This is an optimization exercise on Yosys and OpenROAD, whose aim is small area, a short achievable clock period and few clock cycles per item, not a production implementation. Where RTL was checked, it was by simulation tests only, not by an equivalence proof against the original. No functional check of the RTL was part of runs 1 to 5. Power and IR drop assume default switching activity.

==> flow/design.v <==
`default_nettype none
package tlvsp_pkg;
	localparam logic [2:0] PH_TAG1  = 3'd0;
	localparam logic [2:0] PH_TAG2  = 3'd1;
	localparam logic [2:0] PH_LEN1  = 3'd2;
	localparam logic [2:0] PH_LENX  = 3'd3;
	localparam logic [2:0] PH_VALUE = 3'd4;
	localparam logic [2:0] PH_ERR   = 3'd5;
	localparam logic [2:0] ST_OK      = 3'd0;
	localparam logic [2:0] ST_TRUNC   = 3'd1;
	localparam logic [2:0] ST_OVERRUN = 3'd2;
	localparam logic [2:0] ST_EMPTY   = 3'd3;
	localparam logic [2:0] ST_DEEP    = 3'd4;
	localparam logic [1:0] ROLE_TAG   = 2'd0;
	localparam logic [1:0] ROLE_LEN   = 2'd1;
	localparam logic [1:0] ROLE_VALUE = 2'd2;
	localparam logic [1:0] ROLE_IGN   = 2'd3;
	localparam logic [7:0]  LEN_ESC16   = 8'hFE;
	localparam logic [7:0]  LEN_ESC32   = 8'hFF;
	localparam logic [31:0] POS_SAT     = 32'hFFFF_FFFF;
	typedef struct packed {
		logic        push;
		logic        pop;
		logic        clear;
		logic [31:0] next_pos;
		logic [31:0] elem_end;
	} stk_ctl_t;
	typedef struct packed {
		logic top_eq;   
		logic end_gt;   
	} stk_stat_t;
	typedef struct packed {
		logic [1:0]  byte_role;
		logic        header_done;
		logic [15:0] tag;
		logic [31:0] value_length;
		logic        constructed;
		logic [3:0]  depth;
		logic [3:0]  levels_closed;
		logic [2:0]  status;
		logic        pdu_done;
	} result_t;
endpackage
`default_nettype wire
`default_nettype none
import tlvsp_pkg::*;
module tlv_stream_parser_top #(
	parameter int MAX_DEPTH = 8
) (
	input  wire         clk,
	input  wire         arst_n,
	input  wire         in_valid,
	output logic        in_stall,
	input  wire  [7:0]  data_byte,
	input  wire         pdu_last,
	output logic        out_valid,
	input  wire         out_stall,
	output logic [1:0]  byte_role,
	output logic        header_done,
	output logic [15:0] tag,
	output logic [31:0] value_length,
	output logic        constructed,
	output logic [3:0]  depth,
	output logic [3:0]  levels_closed,
	output logic [2:0]  status,
	output logic        pdu_done
);
	localparam int NE = MAX_DEPTH;   
	logic       v1_q, v2_q, sk_q, adv, load;
	logic [7:0] b, sk_b;
	logic       last, sk_last;
	assign adv      = v1_q && (!v2_q || !out_stall);
	assign load     = adv || !v1_q;
	assign in_stall = sk_q;
	always_ff @(posedge clk or negedge arst_n) begin
		if (!arst_n) begin
			v1_q <= 1'b0;
			v2_q <= 1'b0;
			sk_q <= 1'b0;
		end else begin
			if (load)                  v1_q <= sk_q || in_valid;
			if (load)                  sk_q <= 1'b0;
			else if (in_valid && !sk_q) sk_q <= 1'b1;
			if (adv)                   v2_q <= 1'b1;
			else if (!out_stall)       v2_q <= 1'b0;
		end
	end
	always_ff @(posedge clk) begin
		if (load) begin
			b    <= sk_q ? sk_b : data_byte;
			last <= sk_q ? sk_last : pdu_last;
		end
		if (!sk_q) begin
			sk_b    <= data_byte;
			sk_last <= pdu_last;
		end
	end
	logic        ph_tag1, ph_tag2, ph_len1, ph_lenx, ph_value, ph_err;
	logic [15:0] tag_q;
	logic [31:0] len_q;     
	logic [1:0]  cnt_q;     
	logic        vsat_q;
	logic [2:0]  err_q;     
	logic [3:0]  sp_q;      
	logic [31:0] room_q;
	logic        roomz_q;   
	logic        lenone_q;  
	logic [3:0]  tcnt_q;
	logic [3:0]  ne_q;
	logic [31:0] arr_d [NE];
	logic [2:0]  arr_c [NE];
	logic [1:0]  o_role;
	logic        o_hd;
	logic [3:0]  o_depth;
	logic [3:0]  o_lc;
	logic        o_last;
	logic        esc, complete, len0, cons, top_sat, top_eq;
	logic [31:0] lv, lv_m1, room_dec;
	logic        lv_one, room_le1;
	logic        hi_gt, hi_eq, gt_raw, ge_raw, gt;
	logic [2:0]  err_new, err_fin;
	logic        push, push_new, closing, pop, trunc;
	logic [3:0]  close_cnt;
	logic [31:0] arr_top_d;
	logic [2:0]  arr_top_c;
	assign esc      = (b[7:1] == 7'h7F);
	assign complete = (ph_len1 && !esc) || (ph_lenx && cnt_q == 2'd0);
	assign lv       = {len_q[23:0], b};
	assign len0     = (len_q[23:0] == 24'd0) && (b == 8'd0);
	assign cons     = tag_q[15] ? tag_q[14] : tag_q[6];
	assign top_sat  = (ne_q == 4'd1);
	assign top_eq   = roomz_q && (tcnt_q != 4'd0);
	assign hi_gt  = len_q[23:0] > room_q[31:8];
	assign hi_eq  = len_q[23:0] == room_q[31:8];
	assign gt_raw = hi_gt || (hi_eq && b > room_q[7:0]);
	assign ge_raw = hi_gt || (hi_eq && b >= room_q[7:0]);
	assign gt     = gt_raw && !top_sat;
	assign room_dec = roomz_q ? 32'd0 : room_q - 32'd1;
	assign lv_one   = (len_q[23:0] == 24'd0) && (b == 8'd1);
	assign room_le1 = roomz_q || (room_q == 32'd1);
	assign lv_m1    = (b != 8'd0) ? {len_q[23:0], b - 8'd1} : {len_q[23:0] - 24'd1, 8'hFF};
	always_comb begin
		err_new = ST_OK;
		if (complete) begin
			if (gt)                         err_new = ST_OVERRUN;
			else if (cons && len0)          err_new = ST_EMPTY;
			else if (cons && sp_q[3])       err_new = ST_DEEP;
		end else if (!ph_value && top_eq) begin
			err_new = ST_OVERRUN;
		end
	end
	assign push      = complete && !gt && cons && !len0 && !sp_q[3];
	assign push_new  = complete && !ge_raw && cons && !len0 && !sp_q[3];
	assign closing   = (ph_value && (vsat_q ? roomz_q : lenone_q)) ||
	                   (complete && !cons && len0);
	assign pop       = closing && top_eq;
	assign close_cnt = top_eq ? tcnt_q : 4'd0;
	assign trunc     = last && !(closing && sp_q == close_cnt);
	assign err_fin   = (err_new != ST_OK) ? err_new : (trunc ? ST_TRUNC : ST_OK);
	always_comb begin
		arr_top_d = arr_d[0];
		arr_top_c = arr_c[0];
		for (int i = 1; i < NE; i++) begin
			if (ne_q == 4'(i + 2)) begin
				arr_top_d = arr_d[i];
				arr_top_c = arr_c[i];
			end
		end
	end
	always_ff @(posedge clk or negedge arst_n) begin
		if (!arst_n) begin
			ph_tag1  <= 1'b1;
			ph_tag2  <= 1'b0;
			ph_len1  <= 1'b0;
			ph_lenx  <= 1'b0;
			ph_value <= 1'b0;
			ph_err   <= 1'b0;
			sp_q     <= 4'd0;
			room_q   <= 32'hFFFF_FFFE;
			roomz_q  <= 1'b0;
			tcnt_q   <= 4'd0;
			ne_q     <= 4'd1;
		end else if (adv) begin
			if (last) begin
				ph_tag1  <= 1'b1;
				ph_tag2  <= 1'b0;
				ph_len1  <= 1'b0;
				ph_lenx  <= 1'b0;
				ph_value <= 1'b0;
				ph_err   <= 1'b0;
				sp_q     <= 4'd0;
				room_q   <= 32'hFFFF_FFFE;
				roomz_q  <= 1'b0;
				tcnt_q   <= 4'd0;
				ne_q     <= 4'd1;
			end else if (!ph_err) begin
				if (err_new != ST_OK) begin
					ph_tag1  <= 1'b0;
					ph_tag2  <= 1'b0;
					ph_len1  <= 1'b0;
					ph_lenx  <= 1'b0;
					ph_value <= 1'b0;
					ph_err   <= 1'b1;
				end else begin
					ph_tag1  <= push || closing;
					ph_tag2  <= ph_tag1 && b[7];
					ph_len1  <= (ph_tag1 && !b[7]) || ph_tag2;
					ph_lenx  <= (ph_len1 && esc) || (ph_lenx && !complete);
					ph_value <= (complete && !push && !closing) || (ph_value && !closing);
				end
				if (push) begin
					sp_q <= sp_q + 4'd1;
				end else if (closing) begin
					sp_q <= sp_q - close_cnt;
				end
				if (push_new) begin
					room_q  <= lv_m1;
					roomz_q <= lv_one;
					tcnt_q  <= 4'd1;
					ne_q   <= ne_q + 4'd1;
				end else if (pop && !top_sat) begin
					room_q  <= arr_top_d;
					roomz_q <= (arr_top_d == 32'd0);
					tcnt_q  <= {1'b0, arr_top_c};
					ne_q   <= ne_q - 4'd1;
				end else begin
					room_q  <= room_dec;
					roomz_q <= room_le1;
					if (push)     tcnt_q <= tcnt_q + 4'd1;
					else if (pop) tcnt_q <= 4'd0;
				end
			end
		end
	end
	always_ff @(posedge clk) begin
		if (adv) begin
			if (ph_tag1) begin
				tag_q <= b[7] ? {b, 8'd0} : {8'd0, b};
			end else if (ph_tag2) begin
				tag_q[7:0] <= b;
			end
			if (ph_value)
				len_q <= len_q - 32'd1;
			else if (ph_tag1 || ph_tag2 || (ph_len1 && esc))
				len_q <= 32'd0;
			else
				len_q <= lv;
			if (!ph_value) vsat_q <= gt_raw;
			lenone_q <= ph_value ? (len_q == 32'd2) : (!(ph_tag1 || ph_tag2 || (ph_len1 && esc)) && lv_one);
			cnt_q  <= ph_len1 ? (b[0] ? 2'd3 : 2'd1) : cnt_q - 2'd1;
			err_q  <= ph_err ? err_q : err_fin;
			o_role  <= ph_err ? ROLE_IGN : (ph_tag1 || ph_tag2) ? ROLE_TAG :
			           (ph_len1 || ph_lenx) ? ROLE_LEN : ROLE_VALUE;
			o_hd    <= !ph_err && complete;
			o_depth <= ph_err ? 4'd0 : sp_q;
			o_lc    <= (!ph_err && closing && !(last && sp_q != close_cnt)) ? close_cnt + 4'd1 : 4'd0;
			o_last  <= last;
		end
		for (int i = 0; i < NE; i++) begin
			if (ne_q == 4'(i + 1)) begin
				arr_d[i] <= room_q + ~lv;
				arr_c[i] <= tcnt_q[2:0];
			end
		end
	end
	assign out_valid     = v2_q;
	assign byte_role     = o_role;
	assign header_done   = o_hd;
	assign tag           = o_hd ? tag_q : 16'd0;
	assign value_length  = o_hd ? len_q : 32'd0;
	assign constructed   = o_hd && cons;
	assign depth         = o_depth;
	assign levels_closed = o_lc;
	assign status        = err_q;
	assign pdu_done      = o_last;
endmodule
`default_nettype wire
==> flow/flow/run.sh <==
#!/bin/bash
# The standard layout (standard synthesis, floorplan, placement, CTS, routing), with two
# changes:
#  - the port buffers that global placement adds are buf_2 cells rather than the clock-delay
#    buffers buffer_ports picks on its own (every port still gets its buffer);
#  - clock tree synthesis clusters up to 32 flip-flops within 75 um per leaf buffer and adds no
#    dummy loads.
# The make output goes to standard.log in this folder; ORFS keeps each step's log under orfs/logs.
set -euo pipefail
export BUFFER_PORTS_ARGS="-buffer_cell sky130_fd_sc_hd__buf_2"
export CTS_ARGS="-sink_clustering_enable -repair_clock_nets -dont_use_dummy_load -sink_clustering_size 32 -sink_clustering_max_diameter 75"
bash standard.sh > standard.log 2>&1
==> flow/standard.sh <==
#!/bin/bash
# synth_recipe.tcl (not shown) runs the flow's synth.tcl, then flattens the netlist and writes it again
# the make line also repeats each setting of config.mk as NAME=value (left out here)
make -C /OpenROAD-flow-scripts/flow DESIGN_CONFIG=/design/flow/config.mk WORK_HOME=/design/flow/orfs CLKGATE_MAP_FILE= SYNTH_SCRIPT=/design/flow/synth_recipe.tcl "${@:-finish}"
==> flow/config.mk <==
export PLATFORM = sky130hd
export DESIGN_NAME = tlv_stream_parser_top
export DESIGN_NICKNAME = tlv_stream_parser_top
export VERILOG_FILES = /design/flow/design.v
export SDC_FILE = /design/flow/constraint.sdc
export NUM_CORES = 4
export LEC_CHECK = 0
export CAP_MARGIN = 20
export CORE_MARGIN = 2
export CORE_UTILIZATION = 40
export SETUP_SLACK_MARGIN = 5
export SLEW_MARGIN = 20
==> flow/constraint.sdc <==
create_clock -name core_clock -period 8.5 [get_ports {clk}]
set_input_delay 1.7000 -clock core_clock [delete_from_list [all_inputs] [get_ports {clk}]]
set_output_delay 1.7000 -clock core_clock [all_outputs]
set_load 0.01 [all_outputs]
==> metrics.yaml, run 1 <==
status: "finished clean"
holdPathStages: 1
yosysUniqueCellTypes: 90
crit_cells: 12
power_leakage_nw: 9.05
routed_wl_um: 68600
drc: 0
synth-main-ff-cell: "edfxtp_1"
dr.pass1.iters: 5
async_flop_share: 0.129
min_path_type: "reg -> reg"
viasPerCell: 5.98
hold_violations: 0
cts_root_buffer: "clkbuf_16"
endpoint: "roomz_q"
htree_levels: 1
crit_type: "reg -> reg"
yosysMostFrequentCell: "edfxtp_1"
drive_gt1_frac: 0.192
setup_ws_ns: 5.03
cts_buffers: 26
worst_slew_pin_slew_ns: 1.12
netlist_instances: 1906
cts.sinks: 419
synth_nets: 2003
synth-seq-area-share: 0.564
drtIter0Drc: 1413
hpwlAfterDp_um: 45000
row_count: 85
finalSetupTns_ns: 0
setup_viol: 0
grt_overflow: 0
grt_max_degree: 62
grt_pass1_wl_um: 102000
ir_drop_mv: 0.183
path_buf_inv: 2
synth_edf_count: 356
crit_fanout: 18
start_util: 0.404
cts_tree: "built"
routedWlPerCell_um: 25.1
skew_ns: 0.0879
max_freq_ghz: 0.288
n_antenna_cell: 0
dieArea_um2: 56200
dpl_worst_slack_ns: 3.88
max_cap_violations: 0
syn_area_um2: 21700
yosysTopAreaCell: "edfxtp_1"
slew_violations: 0
avgSynthCellArea_um2: 11.4
crit_required_ns: 9.00
clk_latency_ns: 0.61
die_w_um: 237
r2r-start: "ne_q[0]"
fin_util: 0.464
synthTopCellsByArea: "edfxtp_1 49%, ha_1 4.7%, xnor2_1 4.0%, dfstp_2 4.0%, o22ai_1 2.5%"
grt_pass1_vias: 16000
synthTopCellsByCount: "356 x edfxtp_1, 141 x nor2_1, 114 x nand2_1"
place_inst: 2611
grt_antenna_before_repair: 0
max_stage_delay_ns: 0.60
gp_congestion: 0.923
ctsLongestPathBuffers: 3
ant_nets: 0
path_cells: "ha_1 > buf_6 > nor3b_4 > clkbuf_16 > mux2i_1 > a211oi_1 > a21oi_1 > o31a_1 > or3b_2 > nor4_2 > nand4_1 > o211ai_1"
p_per_area_nw_per_um2: 336
r2r_setup_slack_ns: 5.03
synth-seq-cells: 419
port_buffers: 78
area_growth_pct: 15.0
fin_nets: 2139
post-route-min-period_ns: 3.47
io_pins: 79
setup.worst_path.start_class: "register"
worstSetupEndpointType: "register"
die_h_um: 237
rsz0062_at_grt: "true"
r2r_end: "roomz_q"
reg2reg_depth: 12
total_power_w: 0.00839
arrival_ns: 3.97
grt_use_total: 0.238
ys_warn_count: 3
hold_buffers: 0
coreArea_um2: 53800
stdcell_count: 2736
critical-path-top-delay-family: "simple AND/OR/NAND/NOR gates"
max_slew_margin: 0.253
synth.top_cell.area_share: 0.492
vias: 16400
path_clk_slew_ns: 0.12
finalCritPeriodShare: 0.408
worstSetupStartpoint: "ne_q[0]"
slowest_stage: "dfstp_2"
worst min-delay path by stage:
stage                  from       to  slack (ns)
finish              sk_last  sk_last        0.49
global route        sk_b[6]  sk_b[6]        0.51
CTS                 sk_last  sk_last        0.49
detailed placement  sk_b[6]  sk_b[6]        0.46
global placement    sk_b[7]  sk_b[7]        0.46
floorplan           sk_b[0]  sk_b[0]        0.45
repair_timing:
action                                  4_1_cts  5_1_grt
gates cloned                                  3        3
endpoints found under the setup margin      211      163
setup buffers                                38       55
resized for setup                            66       81
pin swaps                                    14       11
metal layers:
layer / global-route usage / part of all wire / up-vias
met2: 0.383 / 0.46 / 671
li1: - / - / 7425
met3: 0.0384 / 0.076 / 105
met4: 0.0764 / 0.034 / 0
met5: 0 / 0 / -
met1: 0.332 / 0.43 / 8164
area by class of cell:
class | count | area (um2)
Fill cell | 4962 | 28800
Sequential cell | 419 | 12300
Multi-Input combinational cell | 1285 | 9230
Timing Repair Buffer | 205 | 1530
Tap cell | 696 | 871
Clock buffer | 26 | 651
Inverter | 104 | 433
Timing Repair inverter | 1 | 5.00
report_power, final:
part / internal, W / total (W) / leakage [nW] / switching (W)
Combinational: 0.00130 / 0.00383 / 4.71 / 0.00253
Clock: 0.000541 / 0.00120 / 0.320 / 0.000661
Sequential: 0.00310 / 0.00336 / 4.01 / 0.000260
cells by family (layout without fill, tap and decap cells):
kind of cell / after synthesis / after routing / synth area share
AO/OA/AOI/OAI: 523 / 524 / 0.162
XOR/XNOR: 113 / 113 / 0.0455
adder cells (fa/ha/maj): 84 / 84 / 0.0491
buffers and inverters: 204 / 336 / 0.0373
flip-flops: 419 / 419 / 0.564
multiplexers: 48 / 48 / 0.0227
AND/OR/NAND/NOR: 515 / 516 / 0.120
layout by cell type (no fill, tap or decap), types with 14 or more instances in the layout:
cell and count:
edfxtp_1 356, o21ai_1 21, o21ai_0 63, a211oi_1 31
a21oi_1 85, nor3_1 46, nand4_1 16, nand2b_1 15
a22o_1 14, ha_1 70, a22oi_1 50, nand2_1 111
nor2_1 137, clkbuf_16 28, mux2i_1 36, o22ai_1 85
dfstp_2 33, nand3_1 36, nor4_1 14, a21o_1 23
dfrtp_1 19, o221ai_1 14, buf_4 107, buf_2 79
and2_1 54, inv_1 90, xnor2_1 93
sequential cells by signal, indices dropped and copies added (netlist names), 2 cells and up:
signal,cells
arr_c,24
arr_d,256
b,8
cnt_q,2
err_q,3
len_q,32
ne_q,4
o_depth,4
o_lc,4
o_role,2
room_q,32
sk_b,8
sp_q,4
tag_q,16
tcnt_q,4
worst register-to-register path, cell delays in order, from the launching register on:
cell,delay [ns]
dfstp_2,0.60
ha_1,0.19
buf_6,0.22
nor3b_4,0.34
clkbuf_16,0.28
mux2i_1,0.23
a211oi_1,0.10
a21oi_1,0.27
o31a_1,0.27
or3b_2,0.47
nor4_2,0.15
nand4_1,0.14
o211ai_1,0.19
through the flow:
stage	area, um2	hold slack, ns
after global placement	22900	0.456
after global routing	25000	0.514
after CTS	24200	0.492
after floorplan	21800	0.446
after detailed placement	22900	0.462
final	25000	0.489
==> inputs of run 2 (changes only) <==
==> flow/flow/run.sh (replaced) <==
#!/bin/bash
# The standard layout (standard synthesis, floorplan, placement, CTS, routing), with two
# changes:
#  - the port buffers that global placement adds are buf_2 cells rather than the clock-delay
#    buffers buffer_ports picks on its own (every port still gets its buffer);
#  - clock tree synthesis clusters up to 24 flip-flops within 60 um per leaf buffer and adds no
#    dummy loads.
# The make output goes to standard.log in this folder; ORFS keeps each step's log under orfs/logs.
set -euo pipefail
export BUFFER_PORTS_ARGS="-buffer_cell sky130_fd_sc_hd__buf_2"
export CTS_ARGS="-sink_clustering_enable -repair_clock_nets -dont_use_dummy_load -sink_clustering_size 24 -sink_clustering_max_diameter 60"
bash standard.sh > standard.log 2>&1
==> run 2 against run 1 <==
  * Via count is 0.52% higher
  * Highest routed layer unchanged
  * Utilization hardly changed
  * Sequential share of layout area hardly changed
  * Largest cell class unchanged
  * Largest power group unchanged
  * Still clean
  * Clock-buffer cell count is 9 higher
  * Cell count is 0.18% lower
==> metrics.yaml, run 2 <==
crit_fanout: 27  # was 18
final_cell_mix: "356 x edfxtp_1, 137 x nor2_1, 110 x nand2_1"  # was 356 x edfxtp_1, 137 x nor2_1, 111 x nand2_1
syn_area_um2: 21700  # unchanged
ctsLongestPathBuffers: 3  # unchanged
yosysTopAreaCell: "edfxtp_1"  # unchanged
ys_warn_count: 3  # unchanged
hold_buffers: 0  # unchanged
start_util: 0.404  # unchanged
htree_levels: 2  # was 1
dpl_worst_slack_ns: 3.88  # unchanged
arrival_ns: 3.96  # was 3.97 ns
synthTopCellsByCount: "356 x edfxtp_1, 141 x nor2_1, 114 x nand2_1"  # unchanged
grt_pass1_wl_um: 103000  # was 102000 um
crit_required_ns: 8.96  # was 9.00 ns
ir_drop_mv: 0.165  # was 0.183 mV
max_freq_ghz: 0.286  # was 0.288 GHz
gp_congestion: 0.923  # unchanged
ant_nets: 0  # unchanged
cts_tree: "built"  # unchanged
routedWlPerCell_um: 25.4  # was 25.1 um
dr.pass1.iters: 5  # unchanged
synth_nets: 2003  # unchanged
die_h_um: 237  # unchanged
yosysUniqueCellTypes: 90  # unchanged
cts.sinks: 419  # unchanged
final_common_cell: "edfxtp_1"  # unchanged
drtIter0Drc: 1410  # was 1413
cts_root_buffer: "clkbuf_16"  # unchanged
grt_overflow: 0  # unchanged
n_antenna_cell: 0  # unchanged
p_per_area_nw_per_um2: 342  # was 336 nW/um2
reg_top3: "arr_d (256), len_q (32), room_q (32)"  # unchanged
coreArea_um2: 53800  # unchanged
clk_latency_ns: 0.58  # was 0.61 ns
worstSetupEndpointType: "register"  # unchanged
status: "finished clean"  # unchanged
fin_nets: 2134  # was 2139
routed_wl_um: 69300  # was 68600 um
finalSetupTns_ns: 0  # unchanged
path_clk_slew_ns: 0.07  # was 0.12 ns
worst_slew_pin_slew_ns: 1.08  # was 1.12 ns
power_leakage_nw: 9.06  # was 9.05 nW
synth-seq-cells: 419  # unchanged
largest-register: "arr_d"  # unchanged
viasPerCell: 6.02  # was 5.98
cts_buffers: 35  # was 26
post-route-min-period_ns: 3.50  # was 3.47 ns
synth_edf_count: 356  # unchanged
avgSynthCellArea_um2: 11.4  # unchanged
dieArea_um2: 56200  # unchanged
hold_violations: 0  # unchanged
max_slew_margin: 0.276  # was 0.253
vias: 16500  # was 16400
area_growth_pct: 15.1  # was 15.0%
yosysMostFrequentCell: "edfxtp_1"  # unchanged
finalCritPeriodShare: 0.412  # was 0.408
grt_use_total: 0.242  # was 0.238
grt_max_degree: 62  # unchanged
crit_type: "reg -> reg"  # unchanged
synthTopCellsByArea: "edfxtp_1 49%, ha_1 4.7%, xnor2_1 4.0%, dfstp_2 4.0%, o22ai_1 2.5%"  # unchanged
setup.worst_path.start_class: "register"  # unchanged
synth-seq-area-share: 0.564  # unchanged
setup_viol: 0  # unchanged
grt_pass1_vias: 16100  # was 16000
drc: 0  # unchanged
largest_reg_flops: 256  # unchanged
port_buffers: 78  # unchanged
netlist_instances: 1906  # unchanged
min_path_type: "reg -> reg"  # unchanged
grt_antenna_before_repair: 0  # unchanged
max_cap_violations: 0  # unchanged
die_w_um: 237  # unchanged
synth.top_cell.area_share: 0.492  # unchanged
synth-main-ff-cell: "edfxtp_1"  # unchanged
setup_ws_ns: 5.00  # was 5.03 ns
io_pins: 79  # unchanged
drive_gt1_frac: 0.186  # was 0.192
async_flop_share: 0.129  # unchanged
hpwlAfterDp_um: 45000  # unchanged
rsz0062_at_grt: "true"  # unchanged
skew_ns: 0.0608  # was 0.0879 ns
slew_violations: 0  # unchanged
row_count: 85  # unchanged
run 2: cell types whose count changed in the layout (fill, tap and decap cells not counted), sizes merged:
| cell | before | now |
|---|---|---|
| clkbuf | 28 | 36 |
| buf | 202 | 187 |
| bufinv | 1 | 0 |
| nand3 | 40 | 41 |
| bufbuf | 1 | 2 |
| clkinvlp | 4 | 3 |
| inv | 97 | 99 |
run 2: stage by stage:
| step | instances | total power [W] | util | hold slack, ns | cell area, um2 |
|---|---|---|---|---|---|
| after CTS | 2681 | 0.00834 | 0.453 | 0.482 | 24400 |
| final | 2731 | 0.00856 | 0.465 | 0.479 | 25000 |
| after global routing | 2731 | 0.00894 | 0.465 | 0.508 | 25000 |
| after global placement | 2609 | 0.00661 | 0.425 | 0.456 | 22900 |
| after floorplan | 1906 | 0.00534 | - | 0.446 | 21800 |
| after detailed placement | 2611 | 0.00668 | 0.425 | 0.462 | 22900 |
run 2: final cells by class:
class	instances	area, um2
Sequential cell	419	12300
Multi-Input combinational cell	1286	9170
Inverter	104	420
Timing Repair inverter	1	5.00
Timing Repair Buffer	190	1400
Tap cell	696	871
Clock buffer	35	876
Fill cell	4948	28800
run 2: report_power, final:
| part | total, W | internal [W] | switching, W |
|---|---|---|---|
| combinational | 0.00375 | 0.00124 | 0.00251 |
| sequential | 0.00336 | 0.00310 | 0.000265 |
| clock | 0.00144 | 0.000728 | 0.000717 |
| total | 0.00856 | 0.00507 | 0.00349 |
run 2: final timing paths:
| path | slack [ns] | from | cells past startpoint | to |
|---|---|---|---|---|
| max | 5.00 | ne_q[0] | 10 | roomz_q |
| min | 0.48 | sk_last | 1 | sk_last |
| max reg2reg | 5.00 | ne_q[0] | 10 | roomz_q |
| min reg2reg | 0.48 | sk_last | 1 | sk_last |
| max in group asynchronous | 6.56 | arst_n | 2 | ne_q[3] |
| min in group asynchronous | 1.29 | arst_n | 2 | v2_q |
run 2: logic make-up after synthesis:
group / Yosys count / synth area share
and+or+nand+nor: 515 / 0.120
DFF: 419 / 0.564
muxes: 48 / 0.0227
adders and majority gates: 84 / 0.0491
AOI/OAI and AO/OA: 523 / 0.162
buffers and inverters: 204 / 0.0373
xor gates and xnor gates: 113 / 0.0455
run 2: critical path: stages, from the launching register on:
cell and delay [ns]:
dfstp_2 0.60, inv_1 0.12, ha_1 0.22, buf_4 0.25, o21ai_2 0.57, nand3_1 0.15
o21ai_1 0.71, and4_1 0.31, and4_1 0.19, nand4_1 0.11, o211ai_1 0.19
run 2: metal layers:
layer / share of wire / vias to the layer above / track usage
met5: 0 / - / 0
met1: 0.43 / 8207 / 0.337
met2: 0.46 / 704 / 0.386
li1: - / 7412 / -
met3: 0.070 / 127 / 0.0374
met4: 0.036 / 0 / 0.0852
run 2: what timing repair did:
item,4_1_cts,5_1_grt
endpoints found under the setup margin,211,170
gates resized for setup,63,64
pin swaps,13,12
buffers inserted,31,47
cloned,4,3
==> inputs of run 3 (changes only) <==
==> flow/flow/run.sh (replaced) <==
#!/bin/bash
# The standard layout (standard synthesis, floorplan, placement, CTS, routing), with two
# changes:
#  - the port buffers that global placement adds are buf_2 cells rather than the clock-delay
#    buffers buffer_ports picks on its own (every port still gets its buffer);
#  - clock tree synthesis clusters up to 16 flip-flops within 45 um per leaf buffer (a clkbuf_8)
#    and adds no
#    dummy loads.
# The make output goes to standard.log in this folder; ORFS keeps each step's log under orfs/logs.
set -euo pipefail
export BUFFER_PORTS_ARGS="-buffer_cell sky130_fd_sc_hd__buf_2"
export CTS_ARGS="-sink_clustering_enable -repair_clock_nets -dont_use_dummy_load -sink_clustering_size 16 -sink_clustering_max_diameter 45 -sink_clustering_buffer sky130_fd_sc_hd__clkbuf_8"
bash standard.sh > standard.log 2>&1
==> run 3 against run 2 <==
  * Largest cell class unchanged
  * Highest routed layer unchanged
  * Sequential power about the same
  * Clock power fell by 9.7%
  * Synthesized cell count unchanged
==> metrics.yaml, run 3 <==
arrival_ns: 3.99  # was 3.96 ns
hpwlAfterDp_um: 45000  # unchanged
yosys.area_share.simple: 0.120  # unchanged
synth_compound_area_frac: 0.162  # unchanged
row_count: 85  # unchanged
grt_max_degree: 62  # unchanged
rsz0062_at_grt: "true"  # unchanged
seq_power_share: 0.401  # was 0.393
yosysUniqueCellTypes: 90  # unchanged
whs_endpoint: "sk_last"  # unchanged
synth-main-ff-cell: "edfxtp_1"  # unchanged
syn_area_um2: 21700  # unchanged
r2r-start: "ne_q[1]"  # was ne_q[0]
dr.pass1.iters: 5  # unchanged
worst_slew_pin_slew_ns: 1.08  # about the same
hold_start: "sk_last"  # unchanged
n_antenna_cell: 0  # unchanged
synth_nets: 2003  # unchanged
max_slew_margin: 0.279  # was 0.276
port_buffers: 78  # unchanged
setup_ws_ns: 5.01  # was 5.00 ns
post-route-min-period_ns: 3.49  # was 3.50 ns
cts_tree: "built"  # unchanged
ys_warn_count: 3  # unchanged
multi_input_area_um2: 9110  # was 9170 um2
die_w_um: 237  # unchanged
synth-seq-cells: 419  # unchanged
synthTopCellsByArea: "edfxtp_1 49%, ha_1 4.7%, xnor2_1 4.0%, dfstp_2 4.0%, o22ai_1 2.5%"  # unchanged
crit_type: "reg -> reg"  # unchanged
synth.top_cell.area_share: 0.492  # unchanged
fin_nets: 2156  # was 2134
min_path_type: "reg -> reg"  # unchanged
power_leakage_nw: 9.06  # about the same
area_growth_pct: 14.7  # was 15.1%
start_util: 0.404  # unchanged
hold_violations: 0  # unchanged
dieArea_um2: 56200  # unchanged
critical-path-top-delay-family: "simple AND/OR/NAND/NOR gates"  # was compound AO/OA/AOI/OAI gates
routed_wl_um: 69600  # was 69300 um
ant_nets: 0  # unchanged
status: "finished clean"  # unchanged
skew_ns: 0.0712  # was 0.0608 ns
vias: 16600  # was 16500
p_comb_frac: 0.444  # was 0.438
clockPowerShare: 0.155  # was 0.169
ctsLongestPathBuffers: 3  # unchanged
gp_congestion: 0.923  # unchanged
hold_buffers: 0  # unchanged
finalCritPeriodShare: 0.411  # was 0.412
path_cells: "inv_1 > ha_1 > buf_4 > nand2_1 > clkinv_4 > nand2_1 > nand3_1 > o21ai_1 > and4_1 > and4_1 > nand4_1 > o211ai_1"  # was inv_1 > ha_1 > buf_4 > o21ai_2 > nand3_1 > o21ai_1 > and4_1 > and4_1 > nand4_1 > o211ai_1
synth_top_family_by_area: "compound AO/OA/AOI/OAI gates"  # unchanged
path_clk_slew_ns: 0.08  # was 0.07 ns
grt_pass1_vias: 16200  # was 16100
synthTopCellsByCount: "356 x edfxtp_1, 141 x nor2_1, 114 x nand2_1"  # unchanged
slew_violations: 0  # unchanged
grt_antenna_before_repair: 0  # unchanged
synth_edf_count: 356  # unchanged
reg2reg_depth: 12  # was 10
fill_cells: 4975  # was 4948
p_int_w: 0.00491  # was 0.00507 W
finalSetupTns_ns: 0  # unchanged
setup.worst_path.start_class: "register"  # unchanged
slowest_stage: "o21ai_1"  # unchanged
largest-register: "arr_d"  # unchanged
grt_pass1_wl_um: 103000  # about the same
p_per_area_nw_per_um2: 336  # was 342 nW/um2
drive_gt1_frac: 0.190  # was 0.186
synth_xor_area_frac: 0.0455  # unchanged
final_cell_mix: "356 x edfxtp_1, 136 x nor2_1, 111 x nand2_1"  # was 356 x edfxtp_1, 137 x nor2_1, 110 x nand2_1
die_h_um: 237  # unchanged
cts_root_buffer: "clkbuf_16"  # unchanged
switching_share: 0.414  # was 0.408
synthMuxAreaShare: 0.0227  # unchanged
avgSynthCellArea_um2: 11.4  # unchanged
yosysMostFrequentCell: "edfxtp_1"  # unchanged
async_flop_share: 0.129  # unchanged
routedWlPerCell_um: 25.3  # was 25.4 um
ir_drop_mv: 0.154  # was 0.165 mV
hold_ws_ns: 0.476  # was 0.479 ns
max_freq_ghz: 0.286  # about the same
io_pins: 79  # unchanged
synth-seq-area-share: 0.564  # unchanged
switchingPower_w: 0.00347  # was 0.00349 W
worstSetupEndpointType: "register"  # unchanged
path_buf_inv: 3  # was 2
viasPerCell: 6.02  # about the same
regArea_um2: 12300  # unchanged
crit_fanout: 34  # was 27
clk_latency_ns: 0.59  # was 0.58 ns
max_cap_violations: 0  # unchanged
yosysTopAreaCell: "edfxtp_1"  # unchanged
coreArea_um2: 53800  # unchanged
drtIter0Drc: 1497  # was 1410
max_stage_delay_ns: 0.72  # was 0.71 ns
netlist_instances: 1906  # unchanged
htree_levels: 2  # unchanged
cts.sinks: 419  # unchanged
grt_overflow: 0  # unchanged
holdPathStages: 1  # unchanged
crit_required_ns: 9.00  # was 8.96 ns
drc: 0  # unchanged
largest_reg_flops: 256  # unchanged
dpl_worst_slack_ns: 3.88  # unchanged
synth_fa_ha_area_frac: 0.0491  # unchanged
grt_use_total: 0.244  # was 0.242
reg_top3: "arr_d (256), len_q (32), room_q (32)"  # unchanged
cts_buffers: 51  # was 35
final_common_cell: "edfxtp_1"  # unchanged
r2r_end: "roomz_q"  # unchanged
setup_viol: 0  # unchanged
r2r_setup_slack_ns: 5.01  # was 5.00 ns
==> run 3: how the worst max path moves through the flow <==
stage / cells after the start / slack, ns / startpoint / end
floorplan: 7 / 5.02 / out_stall / ph_value
global placement: 11 / 3.87 / ne_q[3] / roomz_q
detailed placement: 12 / 3.88 / ne_q[2] / roomz_q
CTS: 12 / 4.91 / ne_q[1] / roomz_q
global route: 10 / 4.89 / ne_q[0] / roomz_q
finish: 12 / 5.01 / ne_q[1] / roomz_q
==> run 3: logic make-up after synthesis <==
kind of cell / count (synthesis)
buffers and inverters: 204
flip-flops: 419
adder cells (fa/ha/maj): 84
multiplexers: 48
AND/OR/NAND/NOR: 515
AO/OA/AOI/OAI: 523
XOR/XNOR: 113
==> run 3: what timing repair did <==
action | 4_1_cts | 5_1_grt
gates resized for setup | 65 | 51
endpoints found under the setup margin | 205 | 175
cloned | 4 | 2
buffers inserted | 34 | 50
pin swaps | 13 | 10
endpoints found under the hold margin | 0 | 0
==> run 3: layout make-up <==
class	count	area share
multi-input cells	1285	0.365
repair buffers	197	0.0598
inverters	104	0.0169
well taps	696	0.0350
flip-flops and latches	419	0.492
clock buffers	51	0.0304
repair inverters	1	0.000201
==> run 3: metal layers <==
layer	part of all wire	routed length [um]	global-route usage	vias to the layer above
met5	0	0	0	-
met4	0.035	2460	0.0873	0
met3	0.075	5220	0.0483	138
met2	0.46	32100	0.387	714
met1	0.43	29800	0.333	8290
li1	-	-	-	7439
==> run 3: power groups by stage <==
stage,clock network (W),registers (W),logic (W)
finish,0.00130,0.00336,0.00372
CTS,0.00132,0.00337,0.00351
global placement,0,0.00342,0.00319
detailed placement,0,0.00343,0.00324
global route,0.00140,0.00341,0.00398
floorplan,0,0.00331,0.00202
==> run 3: worst register-to-register path, delay by kind of cell, from the launching register on <==
family / cells / cell delay, ns
AO/OA/AOI/OAI: 2 / 0.91
adder cells (fa/ha/maj): 1 / 0.21
buffers and inverters: 3 / 0.70
flip-flops: 1 / 0.47
AND/OR/NAND/NOR: 6 / 1.17
==> run 3: metrics by stage <==
stage               total power (W)   util  std cells  cell area (um2)
floorplan                   0.00534      -       1906            21800
CTS                         0.00820  0.451       2700            24300
detailed placement          0.00668  0.425       2611            22900
global route                0.00878  0.463       2753            24900
finish                      0.00838  0.463       2753            24900
global placement            0.00661  0.425       2609            22900
==> inputs of run 4 (changes only) <==
--- a/flow/config.mk
+++ b/flow/config.mk
@@ -8,5 +8,6 @@
 export CAP_MARGIN = 20
 export CORE_MARGIN = 2
 export CORE_UTILIZATION = 40
+export PLACE_DENSITY = 0.7
 export SETUP_SLACK_MARGIN = 5
 export SLEW_MARGIN = 20
==> run 4 against run 3 <==
  * Still clean on timing, DRC and antenna
  * Power fell by 1.5%
  * Sequential power barely moved
  * Via count increased by 1.2%
  * Critical endpoint unchanged
==> metrics.yaml, run 4 <==
place_inst: 2614  # was 2611
ys_warn_count: 3  # unchanged
dieArea_um2: 56200  # unchanged
cts.sinks: 419  # unchanged
n_antenna_cell: 0  # unchanged
yosysMostFrequentCell: "edfxtp_1"  # unchanged
async_flop_share: 0.129  # unchanged
stdcell_count: 2749  # was 2753
ant_nets: 0  # unchanged
skew_ns: 0.0741  # was 0.0712 ns
cts_root_buffer: "clkbuf_16"  # unchanged
worst_slew_pin_slew_ns: 1.10  # was 1.08 ns
routed_wl_um: 67100  # was 69600 um
drtIter0Drc: 1740  # was 1497
area_growth_pct: 14.3  # was 14.7%
io_pins: 79  # unchanged
slowest_stage: "dfstp_2"  # was o21ai_1
path_clk_slew_ns: 0.08  # about the same
slew_violations: 0  # unchanged
min_path_type: "reg -> reg"  # unchanged
drive_gt1_frac: 0.189  # was 0.190
largest_reg_flops: 256  # unchanged
cts_buffers: 43  # was 51
gp_congestion: 0.958  # was 0.923
setup.worst_path.start_class: "register"  # unchanged
netlist_instances: 1906  # unchanged
finalCritPeriodShare: 0.423  # was 0.411
fin_nets: 2152  # was 2156
max_stage_delay_ns: 0.62  # was 0.72 ns
holdPathStages: 1  # unchanged
fill_cells: 4912  # was 4975
synth_nets: 2003  # unchanged
grt_use_total: 0.232  # was 0.244
port_buffers: 78  # unchanged
grt_antenna_before_repair: 0  # unchanged
ctsLongestPathBuffers: 3  # unchanged
synth-seq-cells: 419  # unchanged
crit_cells: 14  # was 12
htree_levels: 2  # unchanged
synthTopCellsByArea: "edfxtp_1 49%, ha_1 4.7%, xnor2_1 4.0%, dfstp_2 4.0%, o22ai_1 2.5%"  # unchanged
largest-register: "arr_d"  # unchanged
avgSynthCellArea_um2: 11.4  # unchanged
dr.pass1.iters: 5  # unchanged
status: "finished clean"  # unchanged
reg2reg_depth: 14  # was 12
drc: 0  # unchanged
crit_fanout: 29  # was 34
finalSetupTns_ns: 0  # unchanged
power_leakage_nw: 9.02  # was 9.06 nW
row_count: 85  # unchanged
regArea_um2: 12300  # about the same
synth-main-ff-cell: "edfxtp_1"  # unchanged
grt_max_degree: 57  # was 62
max_slew_margin: 0.265  # was 0.279
cts_tree: "built"  # unchanged
grt_overflow: 0  # unchanged
hold_violations: 0  # unchanged
crit_required_ns: 8.94  # was 9.00 ns
critical-path-top-delay-family: "buffers and inverters"  # was simple AND/OR/NAND/NOR gates
path_cells: "inv_1 > ha_2 > nand3b_1 > buf_6 > inv_4 > buf_6 > a22oi_1 > nor2_1 > a2111oi_2 > buf_4 > nand4b_1 > nor4_4 > nand4_1 > o211ai_1"  # was inv_1 > ha_1 > buf_4 > nand2_1 > clkinv_4 > nand2_1 > nand3_1 > o21ai_1 > and4_1 > and4_1 > nand4_1 > o211ai_1
viasPerCell: 6.10  # was 6.02
multi_input_area_um2: 9140  # was 9110 um2
worstSetupEndpointType: "register"  # unchanged
crit_top_cell: "buf_6"
crit_type: "reg -> reg"  # unchanged
grt_pass1_vias: 16300  # was 16200
max_freq_ghz: 0.278  # was 0.286 GHz
vias: 16800  # was 16600
coreArea_um2: 53800  # unchanged
reg_top3: "arr_d (256), len_q (32), room_q (32)"  # unchanged
hpwlAfterDp_um: 44300  # was 45000 um
yosysUniqueCellTypes: 90  # unchanged
synth.top_cell.area_share: 0.492  # unchanged
arrival_ns: 4.04  # was 3.99 ns
synth_edf_count: 356  # unchanged
syn_area_um2: 21700  # unchanged
die_h_um: 237  # unchanged
p_per_area_nw_per_um2: 332  # was 336 nW/um2
start_util: 0.404  # unchanged
post-route-min-period_ns: 3.60  # was 3.49 ns
ir_drop_mv: 0.138  # was 0.154 mV
routedWlPerCell_um: 24.4  # was 25.3 um
synth-seq-area-share: 0.564  # unchanged
path_buf_inv: 5  # was 3
yosysTopAreaCell: "edfxtp_1"  # unchanged
synthTopCellsByCount: "356 x edfxtp_1, 141 x nor2_1, 114 x nand2_1"  # unchanged
grt_pass1_wl_um: 100000  # was 103000 um
final_cell_mix: "356 x edfxtp_1, 138 x nor2_1, 111 x nand2_1"  # was 356 x edfxtp_1, 136 x nor2_1, 111 x nand2_1
die_w_um: 237  # unchanged
rsz0062_at_grt: "true"  # unchanged
clk_latency_ns: 0.55  # was 0.59 ns
max_cap_violations: 0  # unchanged
final_common_cell: "edfxtp_1"  # unchanged
setup_viol: 0  # unchanged
## run 4: cell types whose count changed in the layout (fill, tap and decap cells not counted), sizes merged
cell | before | now
nand3 | 40 | 42
clkinvlp | 3 | 2
clkinv | 4 | 3
bufbuf | 2 | 3
inv | 98 | 99
buf | 194 | 196
clkbuf | 52 | 44
## run 4: repair_timing
| action | 4_1_cts | 5_1_grt |
|---|---|---|
| setup endpoints to repair | 193 | 162 |
| gates cloned | 5 | 3 |
| hold buffers | 0 | 0 |
| setup buffers | 35 | 49 |
| gates resized for setup | 65 | 46 |
| pin swaps | 10 | 12 |
## run 4: power by group
part           internal (W)  total (W)  switching, W
registers           0.00310    0.00334      0.000247
logic               0.00125    0.00374       0.00249
clock network      0.000506    0.00117      0.000668
## run 4: layout make-up
cell class	instances	share of cell area
inverter	104	0.0164
clock buffer	43	0.0261
tap	696	0.0351
multi-input combinational	1287	0.368
sequential	419	0.494
timing repair buffer	200	0.0608
## run 4: worst paths after layout
path / start / end / slack (ns)
worst max-delay path: ne_q[0] / roomz_q / 4.90
max in group asynchronous: arst_n / room_q[0] / 6.59
min in group asynchronous: arst_n / sk_q / 1.34
worst max register to register: ne_q[0] / roomz_q / 4.90
worst min register to register: sk_b[3] / sk_b[3] / 0.48
worst min-delay path: sk_b[3] / sk_b[3] / 0.48
## run 4: cell families after synthesis
| kind of cell | after synthesis | share of synthesized area |
|---|---|---|
| and+or+nand+nor | 515 | 0.120 |
| buffers and inverters | 204 | 0.0373 |
| DFF | 419 | 0.564 |
| xor gates and xnor gates | 113 | 0.0455 |
| AOI/OAI and AO/OA | 523 | 0.162 |
| muxes | 48 | 0.0227 |
| adders and majority gates | 84 | 0.0491 |
## run 4: routing by layer
| layer | vias up | global-route usage | wire (um) |
|---|---|---|---|
| met4 | 0 | 0.101 | 3060 |
| met1 | 8218 | 0.314 | 27200 |
| met3 | 178 | 0.0365 | 6130 |
| met2 | 946 | 0.371 | 30800 |
| li1 | 7440 | - | - |
| met5 | - | 0 | 0 |
## run 4: through the flow
stage / instance area (um2) / power, W / worst slack (ns) / utilization / hold slack (ns)
finish: 24800 / 0.00826 / 4.90 / 0.462 / 0.476
global route: 24800 / 0.00861 / 4.80 / 0.462 / 0.494
CTS: 24200 / 0.00802 / 4.93 / 0.450 / 0.479
detailed placement: 22900 / 0.00665 / 3.88 / 0.425 / 0.461
global placement: 22900 / 0.00657 / 3.90 / 0.425 / 0.457
floorplan: 21800 / 0.00534 / 5.02 / - / 0.446
==> inputs of run 5 (changes only) <==
--- a/flow/flow/run.sh
+++ b/flow/flow/run.sh
@@ -8,6 +8,8 @@
 #    dummy loads.
 # The make output goes to standard.log in this folder; ORFS keeps each step's log under orfs/logs.
 set -euo pipefail
+# timing repair aims for 5.15 ns of setup slack at the 8.5 ns clock (the clock is unchanged)
+export SETUP_SLACK_MARGIN=5.15
 export BUFFER_PORTS_ARGS="-buffer_cell sky130_fd_sc_hd__buf_2"
 export CTS_ARGS="-sink_clustering_enable -repair_clock_nets -dont_use_dummy_load -sink_clustering_size 16 -sink_clustering_max_diameter 45 -sink_clustering_buffer sky130_fd_sc_hd__clkbuf_8"
 bash standard.sh > standard.log 2>&1
--- a/flow/config.mk
+++ b/flow/config.mk
@@ -8,6 +8,4 @@
 export CAP_MARGIN = 20
 export CORE_MARGIN = 2
 export CORE_UTILIZATION = 40
-export PLACE_DENSITY = 0.7
-export SETUP_SLACK_MARGIN = 5
 export SLEW_MARGIN = 20
==> run 5 against run 4 <==
  * Via count up 0.72%
  * Synthesized area unchanged
  * Sequential power about the same
  * Wire length up 4.5%
  * Clock-buffer cell count up 6
  * Flip-flop and latch count unchanged
  * Highest routed layer unchanged
==> metrics.yaml, run 5 <==
routed_wl_um: 70200  # was 67100 um
ctsLongestPathBuffers: 3  # unchanged
place_area_um2: 23000  # was 22900 um2
final_common_cell: "edfxtp_1"  # unchanged
htree_levels: 2  # unchanged
finalSetupTns_ns: 0  # unchanged
grt_antenna_before_repair: 0  # unchanged
ir_drop_mv: 0.137  # was 0.138 mV
slew_violations: 0  # unchanged
cts_root_buffer: "clkbuf_16"  # unchanged
synth-seq-cells: 419  # unchanged
hpwlAfterDp_um: 45700  # was 44300 um
io_pins: 79  # unchanged
cts_buffers: 49  # was 43
setup.worst_path.start_class: "register"  # unchanged
reg_top3: "arr_d (256), len_q (32), room_q (32)"  # unchanged
met2_usage: 0.382  # was 0.371
hold_ws_ns: 0.478  # was 0.476 ns
max_cap_violations: 0  # unchanged
yosysTopAreaCell: "edfxtp_1"  # unchanged
min_path_type: "reg -> reg"  # unchanged
coreArea_um2: 53800  # unchanged
n_antenna_cell: 0  # unchanged
crit_type: "reg -> reg"  # unchanged
yosysUniqueCellTypes: 90  # unchanged
finalCritPeriodShare: 0.410  # was 0.423
worst_slew_pin_slew_ns: 1.05  # was 1.10 ns
synth_edf_count: 356  # unchanged
viasPerCell: 6.03  # was 6.10
grt_use_total: 0.243  # was 0.232
met3_usage: 0.0456  # was 0.0365
path_clk_slew_ns: 0.09  # was 0.08 ns
arrival_ns: 3.91  # was 4.04 ns
path_cells: "inv_1 > ha_1 > buf_4 > o21ai_2 > nand3_1 > o21ai_1 > and4_1 > and4_1 > nand4_1 > o211ai_1"  # was inv_1 > ha_2 > nand3b_1 > buf_6 > inv_4 > buf_6 > a22oi_1 > nor2_1 > a2111oi_2 > buf_4 > nand4b_1 > nor4_4 > nand4_1 > o211ai_1
routedWlPerCell_um: 25.0  # was 24.4 um
critical-path-top-delay-family: "compound AO/OA/AOI/OAI gates"  # was buffers and inverters
start_util: 0.404  # unchanged
row_count: 85  # unchanged
cts.sinks: 419  # unchanged
gp_congestion: 0.949  # was 0.958
post-route-cell-area_um2: 25600  # was 24800 um2
synth_nets: 2003  # unchanged
dr.pass1.iters: 5  # unchanged
dieArea_um2: 56200  # unchanged
area_growth_pct: 17.9  # was 14.3%
hold_buffers: 0  # unchanged
drc: 0  # unchanged
synth-main-ff-cell: "edfxtp_1"  # unchanged
final_cell_mix: "356 x edfxtp_1, 144 x buf_4, 138 x nor2_1"  # was 356 x edfxtp_1, 138 x nor2_1, 111 x nand2_1
reg2reg_depth: 10  # was 14
met1_usage: 0.330  # was 0.314
p_per_area_nw_per_um2: 336  # was 332 nW/um2
r2r_setup_slack_ns: 5.01  # was 4.90 ns
setup_viol: 0  # unchanged
grt_pass1_wl_um: 103000  # was 100000 um
die_w_um: 237  # unchanged
largest_reg_flops: 256  # unchanged
fin_nets: 2205  # was 2152
syn_area_um2: 21700  # unchanged
die_h_um: 237  # unchanged
crit_top_cell: "and4_1"  # was buf_6
synthTopCellsByCount: "356 x edfxtp_1, 141 x nor2_1, 114 x nand2_1"  # unchanged
ant_nets: 0  # unchanged
grt_max_degree: 58  # was 57
worstSetupEndpointType: "register"  # unchanged
post-route-min-period_ns: 3.49  # was 3.60 ns
crit_required_ns: 8.92  # was 8.94 ns
max_slew_margin: 0.298  # was 0.265
r2r-start: "ne_q[0]"  # unchanged
drtIter0Drc: 1620  # was 1740
synth.top_cell.area_share: 0.492  # unchanged
yosysMostFrequentCell: "edfxtp_1"  # unchanged
holdPathStages: 1  # unchanged
gr-max-usage-layer: "met2"  # unchanged
crit_cells: 10  # was 14
synthTopCellsByArea: "edfxtp_1 49%, ha_1 4.7%, xnor2_1 4.0%, dfstp_2 4.0%, o22ai_1 2.5%"  # unchanged
vias: 16900  # was 16800
max_stage_delay_ns: 0.65  # was 0.62 ns
hold_start: "sk_b[3]"  # unchanged
status: "finished clean"  # unchanged
power_leakage_nw: 9.34  # was 9.02 nW
netlist_instances: 1906  # unchanged
grt_pass1_vias: 16200  # was 16300
slowest_stage: "o21ai_1"  # was dfstp_2
rsz0062_at_grt: "true"  # unchanged
path_buf_inv: 2  # was 5
worstSetupStartpoint: "ne_q[0]"  # unchanged
fill_cells: 4962  # was 4912
avgSynthCellArea_um2: 11.4  # unchanged
synth-seq-area-share: 0.564  # unchanged
ys_warn_count: 3  # unchanged
async_flop_share: 0.129  # unchanged
crit_fanout: 27  # was 29
largest-register: "arr_d"  # unchanged
hold_violations: 0  # unchanged
grt_overflow: 0  # unchanged
clk_latency_ns: 0.57  # was 0.55 ns
skew_ns: 0.0793  # was 0.0741 ns
cts_tree: "built"  # unchanged
drive_gt1_frac: 0.226  # was 0.189
max_freq_ghz: 0.287  # was 0.278 GHz
port_buffers: 78  # unchanged
## run 5: repair_timing
action,in CTS,in global routing
setup buffers,58,69
resized for setup,98,81
setup endpoints to repair,222,209
pin swaps,18,18
cloned,5,3
## run 5: final cells by class
type                       instances  area (um2)  share of cell area
clock buffer                      49         731              0.0285
inverter                         104         440              0.0172
multi-input combinational       1285        9350               0.365
sequential                       419       12300               0.479
tap                              696         871              0.0340
timing repair buffer             249        1980              0.0771
## run 5: per-layer routing
layer | part of all wire | wire (um)
met5 | 0 | 0
met4 | 0.042 | 2960
met1 | 0.43 | 30000
met3 | 0.073 | 5090
met2 | 0.46 | 32100
## run 5: logic make-up (layout without fill, tap and decap cells)
group	Yosys count	in the layout	share of synthesized area
compound gates	523	523	0.162
xor+xnor	113	113	0.0455
fa+ha+maj	84	84	0.0491
buf+inv	204	402	0.0373
flops	419	419	0.564
mux	48	48	0.0227
simple gates	515	517	0.120
## run 5: worst paths after layout
kind	end
worst max-delay path	roomz_q
worst min-delay path	sk_b[3]
worst max register to register	roomz_q
worst min register to register	sk_b[3]
max in group asynchronous	roomz_q
min in group asynchronous	sk_q
## run 5: through the flow
step | instances | utilization | setup slack (ns) | total power, W
after detailed placement | 2618 | 0.427 | 3.87 | 0.00671
after global placement | 2616 | 0.426 | 3.91 | 0.00665
after CTS | 2730 | 0.459 | 5.05 | 0.00833
after global routing | 2802 | 0.476 | 4.81 | 0.00900
after floorplan | 1906 | - | 5.14 | 0.00534
final | 2802 | 0.476 | 5.01 | 0.00862
## run 5: power by group
group          switching (W)  internal, W  leakage [nW]
Combinational        0.00259      0.00141          4.94
Sequential          0.000245      0.00310          4.01
Clock               0.000700     0.000566         0.378
==> inputs of run 6 (changes only) <==
--- a/flow/design.v
+++ b/flow/design.v
@@ -253,7 +253,7 @@
 			           (ph_len1 || ph_lenx) ? ROLE_LEN : ROLE_VALUE;
 			o_hd    <= !ph_err && complete;
 			o_depth <= ph_err ? 4'd0 : sp_q;
-			o_lc    <= (!ph_err && closing && !(last && sp_q != close_cnt)) ? close_cnt + 4'd1 : 4'd0;
+			o_lc    <= (!ph_err && closing && err_fin == ST_OK) ? close_cnt + 4'd1 : 4'd0;
 			o_last  <= last;
 		end
 		for (int i = 0; i < NE; i++) begin
--- a/flow/flow/run.sh
+++ b/flow/flow/run.sh
@@ -8,8 +8,6 @@
 #    dummy loads.
 # The make output goes to standard.log in this folder; ORFS keeps each step's log under orfs/logs.
 set -euo pipefail
-# timing repair aims for 5.15 ns of setup slack at the 8.5 ns clock (the clock is unchanged)
-export SETUP_SLACK_MARGIN=5.15
 export BUFFER_PORTS_ARGS="-buffer_cell sky130_fd_sc_hd__buf_2"
 export CTS_ARGS="-sink_clustering_enable -repair_clock_nets -dont_use_dummy_load -sink_clustering_size 16 -sink_clustering_max_diameter 45 -sink_clustering_buffer sky130_fd_sc_hd__clkbuf_8"
 bash standard.sh > standard.log 2>&1
--- a/flow/config.mk
+++ b/flow/config.mk
@@ -8,4 +8,5 @@
 export CAP_MARGIN = 20
 export CORE_MARGIN = 2
 export CORE_UTILIZATION = 40
+export SETUP_SLACK_MARGIN = 5
 export SLEW_MARGIN = 20
==> run 6 against run 5 <==
  * Utilization shrank 0.62 points
  * Critical path type unchanged
  * Non-clock buffer count shrank 45
  * Hold slack lost 0.0050 ns
  * Largest power group unchanged
  * Clock skew shrank 0.018 ns
  * Register-to-register slack gained 0.04 ns
  * Highest routed layer unchanged
==> metrics.yaml, run 6 <==
n_antenna_cell: 0  # unchanged
max_cap_violations: 0  # unchanged
path_buf_inv: 3  # was 2
finalSetupTns_ns: 0  # unchanged
finalCritPeriodShare: 0.406  # was 0.410
coreArea_um2: 54000  # was 53800 um2
setup_viol: 0  # unchanged
crit_type: "reg -> reg"  # unchanged
setup.worst_path.start_class: "register"  # unchanged
min_path_type: "reg -> reg"  # unchanged
fin_util: 0.470  # was 0.476
dr.pass1.iters: 8  # was 5
skew_ns: 0.0608  # was 0.0793 ns
crit_top_cell: "buf_4"  # was and4_1
wl_met2_um: 31900  # was 32100 um
area_growth_pct: 15.7  # was 17.9%
slowest_stage: "or4_4"  # was o21ai_1
ir_drop_mv: 0.136  # was 0.137 mV
max_freq_ghz: 0.290  # was 0.287 GHz
hold_buffers: 0  # unchanged
cts_root_buffer: "clkbuf_16"  # unchanged
fill_cells: 4930  # was 4962
hpwlAfterDp_um: 44300  # was 45700 um
grt_pass1_vias: 16300  # was 16200
clk_latency_ns: 0.57  # about the same
gp_congestion: 0.958  # was 0.949
crit_required_ns: 8.98  # was 8.92 ns
synth-seq-area-share: 0.559  # was 0.564
drive_gt1_frac: 0.212  # was 0.226
cts.sinks: 419  # unchanged
avgSynthCellArea_um2: 11.2  # was 11.4 um2
largest-register: "arr_d"  # unchanged
p_per_area_nw_per_um2: 307  # was 336 nW/um2
start_util: 0.406  # was 0.404
die_h_um: 238  # was 237 um
rsz0062_at_grt: "true"  # unchanged
vias: 16900  # about the same
ys_warn_count: 3  # unchanged
largest_reg_flops: 256  # unchanged
grt_pass1_wl_um: 102000  # was 103000 um
crit_fanout: 7  # was 27
multi_input_area_um2: 9530  # was 9350 um2
wl_met3_um: 5290  # was 5090 um
cts_buffers: 52  # was 49
dieArea_um2: 56700  # was 56200 um2
ctsLongestPathBuffers: 3  # unchanged
worst_slew_pin_slew_ns: 1.07  # was 1.05 ns
drc: 0  # unchanged
ant_nets: 0  # unchanged
viasPerCell: 6.04  # was 6.03
io_pins: 79  # unchanged
path_clk_slew_ns: 0.09  # about the same
synthTopCellsByArea: "edfxtp_1 49%, ha_1 4.6%, xnor2_1 4.0%, dfstp_2 4.0%, nor2_1 3.1%"  # was edfxtp_1 49%, ha_1 4.7%, xnor2_1 4.0%, dfstp_2 4.0%, o22ai_1 2.5%
cts_tree: "built"  # unchanged
reg_top3: "arr_d (256), len_q (32), room_q (32)"  # unchanged
fin_nets: 2206  # was 2205
die_w_um: 238  # was 237 um
yosysUniqueCellTypes: 83  # was 90
slew_violations: 0  # unchanged
grt_use_total: 0.235  # was 0.243
worstSetupEndpointType: "register"  # unchanged
hold_violations: 0  # unchanged
post-route-min-period_ns: 3.45  # was 3.49 ns
final_common_cell: "edfxtp_1"  # unchanged
grt_overflow: 0  # unchanged
netlist_instances: 1967  # was 1906
routed_wl_um: 69000  # was 70200 um
row_count: 85  # unchanged
syn_area_um2: 21900  # was 21700 um2
synth_nets: 2063  # was 2003
critical-path-top-delay-family: "simple AND/OR/NAND/NOR gates"  # was compound AO/OA/AOI/OAI gates
routedWlPerCell_um: 24.6  # was 25.0 um
synth-main-ff-cell: "edfxtp_1"  # unchanged
grt_antenna_before_repair: 0  # unchanged
regArea_um2: 12300  # about the same
port_buffers: 78  # unchanged
stdcell_count: 2804  # was 2802
synth.top_cell.area_share: 0.487  # was 0.492
synth_edf_count: 356  # unchanged
max_slew_margin: 0.286  # was 0.298
arrival_ns: 3.93  # was 3.91 ns
grt_max_degree: 58  # unchanged
place_inst: 2658  # was 2618
htree_levels: 2  # unchanged
highest_layer: "met4"  # unchanged
max_stage_delay_ns: 0.60  # was 0.65 ns
status: "finished clean"  # unchanged
synth-seq-cells: 419  # unchanged
power_leakage_nw: 9.18  # was 9.34 nW
final_cell_mix: "356 x edfxtp_1, 175 x nor2_1, 113 x o21ai_0"  # was 356 x edfxtp_1, 144 x buf_4, 138 x nor2_1
yosysMostFrequentCell: "edfxtp_1"  # unchanged
synthTopCellsByCount: "356 x edfxtp_1, 182 x nor2_1, 123 x o21ai_0"  # was 356 x edfxtp_1, 141 x nor2_1, 114 x nand2_1
wl_met1_um: 29300  # was 30000 um
drtIter0Drc: 1943  # was 1620
path_cells: "or4_4 > nor4_4 > buf_4 > nand3_4 > o41a_1 > buf_4 > nor3_4 > buf_12 > nor3b_4 > or4_1 > a21oi_1"  # was inv_1 > ha_1 > buf_4 > o21ai_2 > nand3_1 > o21ai_1 > and4_1 > and4_1 > nand4_1 > o211ai_1
yosysTopAreaCell: "edfxtp_1"  # unchanged
async_flop_share: 0.129  # unchanged
## run 6: per-stage QoR
stage	cell area (um2)	total power [W]	hold WS (ns)	worst slack, ns
after floorplan	22000	0.00492	0.442	4.88
after global placement	23100	0.00595	0.457	3.90
after detailed placement	23100	0.00602	0.460	3.84
after CTS	24600	0.00755	0.479	4.96
after global routing	25400	0.00814	0.488	4.94
final	25400	0.00779	0.473	5.05
## run 6: worst paths after layout
kind / from / endpoint / slack, ns / cells after the start
worst max-delay path: len_q[16] / ne_q[2] / 5.05 / 11
worst min-delay path: sk_b[6] / sk_b[6] / 0.47 / 1
worst max register to register: len_q[16] / ne_q[2] / 5.05 / 11
worst min register to register: sk_b[6] / sk_b[6] / 0.47 / 1
max in group asynchronous: arst_n / roomz_q / 6.59 / 2
min in group asynchronous: arst_n / sk_q / 1.33 / 2
## run 6: logic make-up after synthesis
kind of cell,count (synthesis),share of synthesized area
adder cells (fa/ha/maj),83,0.0480
AO/OA/AOI/OAI,540,0.164
flip-flops,419,0.559
buffers and inverters,229,0.0416
multiplexers,43,0.0204
AND/OR/NAND/NOR,538,0.121
XOR/XNOR,115,0.0459
## run 6: final cells by class
| cell class | count | area share |
|---|---|---|
| Timing Repair Buffer | 204 | 0.0593 |
| Multi-Input combinational cell | 1320 | 0.375 |
| Clock buffer | 52 | 0.0304 |
| Tap cell | 696 | 0.0343 |
| Timing Repair inverter | 1 | 0.000197 |
| Sequential cell | 419 | 0.483 |
| Inverter | 112 | 0.0176 |
## run 6: layer usage
layer / vias to the layer above / GRT usage
met5: - / 0
met4: 0 / 0.0790
met3: 155 / 0.0359
met2: 844 / 0.378
met1: 8357 / 0.325
li1: 7583 / -
## run 6: worst reg2reg max path, cell delays in order (launching register included)
cell and delay (ns):
edfxtp_1 0.49, or4_4 0.60, nor4_4 0.30, buf_4 0.18, nand3_4 0.14, o41a_1 0.42
buf_4 0.17, nor3_4 0.22, buf_12 0.16, nor3b_4 0.07, or4_1 0.49, a21oi_1 0.16
## run 6: what timing repair did
item	4_1_cts	5_1_grt
buffers inserted	37	51
resized for setup	81	71
pin swaps	8	21
endpoints found under the setup margin	178	179
gates cloned	2	4
endpoints found under the hold margin	0	0
## run 6: report_power, final
| group | internal [W] | leakage [nW] | switching (W) |
|---|---|---|---|
| registers | 0.00296 | 4.02 | 0.000218 |
| logic | 0.00114 | 4.77 | 0.00217 |
| clock network | 0.000596 | 0.400 | 0.000703 |
Testbench counts of run 6, summed over its fixed seeds: cycles 34,023, items 34,007.

## static timing again, ports no longer ideal
Ports are ideal in the flow. The routed layouts listed here were re-timed in OpenROAD. Step 1, drivers: a clkbuf_16 drives clk and a buf_2 each remaining input, both assumed. Step 2 moves the port delays by t, midway between the first and last clock arrival at a register: inputs arrive t later, outputs are due t later. That takes back most of the time a late clock gives input paths. Slacks: ideal / step 1 / step 2; pairs: ideal / step 1.
| run | t, ns | setup slack, ns | worst hold slack (ns) | latest minus earliest clock arrival (ns) | worst register clock-pin slew, ns |
|---|---|---|---|---|---|
| run 1 | 0.629 | 5.033 / 5.020 / 4.714 | 0.489 / 0.489 / 0.489 | 0.088 / 0.088 | 0.12 / 0.12 |
| run 2 | 0.609 | 4.999 / 4.999 / 4.660 | 0.479 / 0.479 / 0.479 | 0.061 / 0.060 | 0.09 / 0.09 |
| run 3 | 0.613 | 5.006 / 5.006 / 4.672 | 0.476 / 0.476 / 0.476 | 0.072 / 0.071 | 0.10 / 0.10 |
| run 4 | 0.567 | 4.902 / 4.902 / 4.658 | 0.476 / 0.476 / 0.476 | 0.077 / 0.077 | 0.10 / 0.10 |
| run 5 | 0.589 | 5.012 / 5.012 / 5.012 | 0.478 / 0.478 / 0.478 | 0.080 / 0.080 | 0.10 / 0.10 |
| run 6 | 0.596 | 5.048 / 5.048 / 4.493 | 0.473 / 0.473 / 0.473 | 0.062 / 0.062 | 0.10 / 0.10 |
After both steps every run listed still meets setup and hold. For run 6, which loses most, drivers alone change the setup slack by 0.000 ns; drivers and shift together by -0.555 ns.
